What follows belongs to an exercise in optimizing a design on an open flow for small area, a short achievable clock period and few clock cycles per item; a production flow would make more cautious choices.
Only simulation tests tie the RTL to the original design; equivalence was not proved.
No activity file was given, so power comes from the tool's default toggle rates.

## job 262
## source_text_tokenizer
module source_text_tokenizer (
  input  logic                             clk_i,
  input  logic                             rst_ni,
  input  logic                             txt_valid_i,
  output logic                             txt_ready_o,
  input  logic [7:0]                       txt_char_i,
  input  logic                             txt_end_i,
  output logic                             tok_valid_o,
  input  logic                             tok_ready_i,
  output logic [stt_pkg::KindBits-1:0]     tok_kind_o,
  output logic [stt_pkg::LineBits-1:0]     tok_line_o,
  output logic [stt_pkg::ColBits-1:0]      tok_col_o,
  output logic [stt_pkg::OffsetBits-1:0]   tok_offset_o,
  output logic [stt_pkg::LengthBits-1:0]   tok_length_o,
  output logic                             tok_last_o
);
Size: about 720 cells after synthesis, ~100 I/O pins.
clock: 5.0 ns
lec_check: 0
cap_margin: 20
core_aspect_ratio: 0.5
core_margin: 2
core_utilization: 40
cts_buf_list: sky130_fd_sc_hd__clkbuf_8
setup_slack_margin: 2.3
slew_margin: 20
standard.sh (not shown) runs the stock make flow with config.mk's settings and CLKGATE_MAP_FILE= SYNTH_SCRIPT=/design/flow/synth_recipe.tcl, a recipe that flattens the netlist after the stock synthesis.
==> flow/flow/run.sh <==
#!/bin/bash
# The standard layout (standard.sh, the standard flow's own ORFS run) with these ORFS
# settings changed; make's full output goes to make.log here, each ORFS step's
# log to orfs/logs.
set -euo pipefail
export BUFFER_PORTS_ARGS="-buffer_cell sky130_fd_sc_hd__buf_1"
export SKIP_GATE_CLONING=1
bash standard.sh > make.log 2>&1
Job 262 reached the final stage; the timing, design-rule and antenna checks on its layout passed.
Testbench counts of job 262, summed over its fixed seeds: cycles 24,838, bytes 24,017.
Input-level comparison between job 5608 and job 262:
- CORE_ASPECT_RATIO: 0.5 -> unset
diff --git a/flow/flow/run.sh b/flow/flow/run.sh
--- a/flow/flow/run.sh
+++ b/flow/flow/run.sh
@@ -7,2 +7,3 @@
 export SKIP_GATE_CLONING=1
+export SKIP_LAST_GASP=1
 bash standard.sh > make.log 2>&1
Findings:
- Summary — area growth from synthesis to layout, job 5608 relative to job 262: lower, by 0.73 points.
- Comparing clock power share for job 262 and job 5608, the smaller number came from job 5608.
- Worst setup slack was higher in job 5608 than in job 262.
- Compared with job 262, job 5608 degrades worst slack after detailed placement.
- Relative to job 262, job 5608 improves die outline area.
- Run comparison: job 262 startpoint of the most critical setup path txt_char_i[5]; job 5608 startpoint of the most critical setup path pr_q[12]$_DFF_P_
The inputs of job 9740 differ from those of job 5608 as listed below.
- clearing CTS_BUF_LIST, which used to be sky130_fd_sc_hd__clkbuf_8
- swapping 2.3 for 2 in SETUP_SLACK_MARGIN
==> flow/run.sh (new file) <==
#!/bin/bash
# synth_recipe.tcl (not shown) runs the flow's synth.tcl, then flattens the netlist and writes it again
# the make line also repeats each setting of config.mk as NAME=value (left out here)
make -C /OpenROAD-flow-scripts/flow DESIGN_CONFIG=/design/flow/config.mk WORK_HOME=/design/flow/orfs CLKGATE_MAP_FILE= SYNTH_SCRIPT=/design/flow/synth_recipe.tcl finish
removed: flow/flow/run.sh
removed: flow/standard.sh
## What came out
- There was hardly any difference in number of cells traversed by the worst hold path between job 9740 and job 5608.
- Final cell count: job 9740 < job 5608
- Setup WNS job 5608 -> job 9740: worse
- Most frequent standard cell in the layout excluding fill and tap cells = clkdlybuf4s50_1: job 9740; most frequent standard cell in the layout excluding fill and tap cells = buf_1: job 5608
- Job 9740 gives more required time at the worst-slack endpoint than job 5608 did.
- Job 5608 → job 9740: internal power contribution saw an increase, post-route core utilization higher.
- Compared with job 5608, job 9740 shows a higher final clock period utilization by the worst path.
- Global-route usage, job 9740 and job 5608, lower one = job 5608.
The inputs of job 1472 differ from those of job 9740 as listed below.
- an added PLACE_DENSITY_LB_ADDON of 0.2
- an added CTS_BUF_LIST of sky130_fd_sc_hd__clkbuf_8
- a change of SETUP_SLACK_MARGIN from 2 to 2.3
==> flow/flow/run.sh (new file) <==
#!/bin/bash
# The standard layout (standard.sh, the standard flow's own ORFS run) with these ORFS
# settings changed; make's full output goes to make.log here, each ORFS step's
# log to orfs/logs.
set -euo pipefail
export BUFFER_PORTS_ARGS="-buffer_cell sky130_fd_sc_hd__buf_1"
export SKIP_GATE_CLONING=1
bash standard.sh > make.log 2>&1
==> flow/standard.sh (new file) <==
#!/bin/bash
# synth_recipe.tcl (not shown) runs the flow's synth.tcl, then flattens the netlist and writes it again
# the make line also repeats each setting of config.mk as NAME=value (left out here)
make -C /OpenROAD-flow-scripts/flow DESIGN_CONFIG=/design/flow/config.mk WORK_HOME=/design/flow/orfs CLKGATE_MAP_FILE= SYNTH_SCRIPT=/design/flow/synth_recipe.tcl "${@:-finish}"
removed: flow/run.sh
[summary]
- Looking at the reports, job 1472 completed the entire flow and the layout it produced met the timing, design-rule and antenna checks.
- Diff job 9740 -> job 1472: worst hold slack has remained practically unchanged; switching fraction of total power has increased.
- Higher core utilization was reported by job 9740, not job 1472.
- Of job 9740 and job 1472, job 9740 shows the higher final period utilization, with job 1472 below it.
- Total net switching power (job 1472 vs. job 9740) decreases slightly
- Against job 9740, shortest clock period the worst path allows after layout in job 1472 came out better.
- Job 9740 -> job 1472: placer congestion estimate decreased by a little under 10%
- Comparing job 1472 against job 9740, there is no change at all in CTS buffer count.
- First element of the critical path = tok_ready_i: job 1472; first element of the critical path = txt_char_i[2]: job 9740
Input changes introduced in job 2307 (baseline for comparison: job 1472):
- removing CTS_BUF_LIST (formerly sky130_fd_sc_hd__clkbuf_8)
- removing PLACE_DENSITY_LB_ADDON (formerly 0.2)
- changing SETUP_SLACK_MARGIN from 2.3 to 2.5
==> flow/run.sh (new file) <==
#!/bin/bash
# synth_recipe.tcl (not shown) runs the flow's synth.tcl, then flattens the netlist and writes it again
# the make line also repeats each setting of config.mk as NAME=value (left out here)
make -C /OpenROAD-flow-scripts/flow DESIGN_CONFIG=/design/flow/config.mk WORK_HOME=/design/flow/orfs CLKGATE_MAP_FILE= SYNTH_SCRIPT=/design/flow/synth_recipe.tcl finish
removed: flow/flow/run.sh
removed: flow/standard.sh
### Flow results
- Job 2307 finished all stages; the layout is clean.
- Route | job 2307 vs job 1472 | wire longer in job 2307
- Re number of endpoints failing setup at the final stage: no difference whatsoever between job 1472 and job 2307.
- Compared with job 1472, job 2307 is hungrier on power.
- In the reports for job 2307 and job 1472, the smaller clock network area share belongs to job 1472.
- Job 1472 vs job 2307, most common library cell in the layout ignoring fill and taps: buf_1 vs dfrtp_1
- Layout cell share with drive strength beyond 1 ended up 11 points higher on job 2307 than on job 1472.
- Looking at master of the slowest instance on the critical path, the dfxtp_4 result is from job 2307; the or4_1 one comes from job 1472.
- Between job 2307 and job 1472, last weighted congestion value of the routability-driven placer is higher for job 2307, job 1472 comes in under that.
What job 3274 does differently from job 2307 at the input level:
- CTS_BUF_LIST: unset -> sky130_fd_sc_hd__clkbuf_8
- SETUP_SLACK_MARGIN: 2.5 -> 2.0
==> flow/flow/run.sh (new file) <==
#!/bin/bash
# The standard layout (standard.sh, the standard flow's own ORFS run) with these ORFS
# settings changed; make's full output goes to make.log here, each ORFS step's
# log to orfs/logs.
set -euo pipefail
export BUFFER_PORTS_ARGS="-buffer_cell sky130_fd_sc_hd__buf_1"
export SKIP_GATE_CLONING=1
bash standard.sh > make.log 2>&1
==> flow/standard.sh (new file) <==
#!/bin/bash
# synth_recipe.tcl (not shown) runs the flow's synth.tcl, then flattens the netlist and writes it again
# the make line also repeats each setting of config.mk as NAME=value (left out here)
make -C /OpenROAD-flow-scripts/flow DESIGN_CONFIG=/design/flow/config.mk WORK_HOME=/design/flow/orfs CLKGATE_MAP_FILE= SYNTH_SCRIPT=/design/flow/synth_recipe.tcl "${@:-finish}"
removed: flow/run.sh
--- outcome ---
- Job 3274 vs job 2307 — length of routed met2 wiring dropped about 25%.
- Job 2307 → job 3274: total leakage power fell by about 22%; multi-input combinational gate total fell by about 0.4%; core occupancy in the finished layout fell by 9.3 points.
- Changes observed in job 3274 relative to job 2307: flip-flop and latch area about even, basic-gate share of the synthesized area counting and, or, nand and nor cells now sits at about the same level, sequential group share of total power now larger, power in the clock group -27%, relative contribution of combinational cells to total power fell by 12 points.

static timing again, ports no longer ideal:
How much do the figures lean on ideal ports? The routed layouts below were timed once more, with nothing changed but the port constraints. Step 1 sets driving cells, clkbuf_16 on the clock port and buf_2 on the other inputs (assumed; they add their load-dependent delay and slew). Step 2 also shifts input and output timing later by t, the mid clock arrival at the registers, as if the neighbouring blocks saw the same clock. Slacks: no drivers / after step 1 / after step 2; pairs: no drivers / after step 1.
run | t, ns | setup slack, ns | worst hold slack (ns)
job 262 | 0.481 | 2.280 / 2.295 / 1.814 | 0.455 / 0.455 / 0.455
job 5608 | 0.502 | 2.352 / 2.312 / 1.906 | 0.446 / 0.446 / 0.446
job 9740 | 0.464 | 2.125 / 2.109 / 1.685 | 0.444 / 0.444 / 0.444
job 1472 | 0.489 | 2.404 / 2.373 / 1.884 | 0.446 / 0.446 / 0.446
job 2307 | 0.466 | 2.340 / 2.296 / 1.979 | 0.448 / 0.448 / 0.448
job 3274 | 0.500 | 2.150 / 2.112 / 1.640 | 0.453 / 0.453 / 0.453
After both steps every run listed still meets setup and hold. The setup slack of job 1472, which loses most, moves by -0.031 ns with the drivers and by -0.520 ns with both steps.
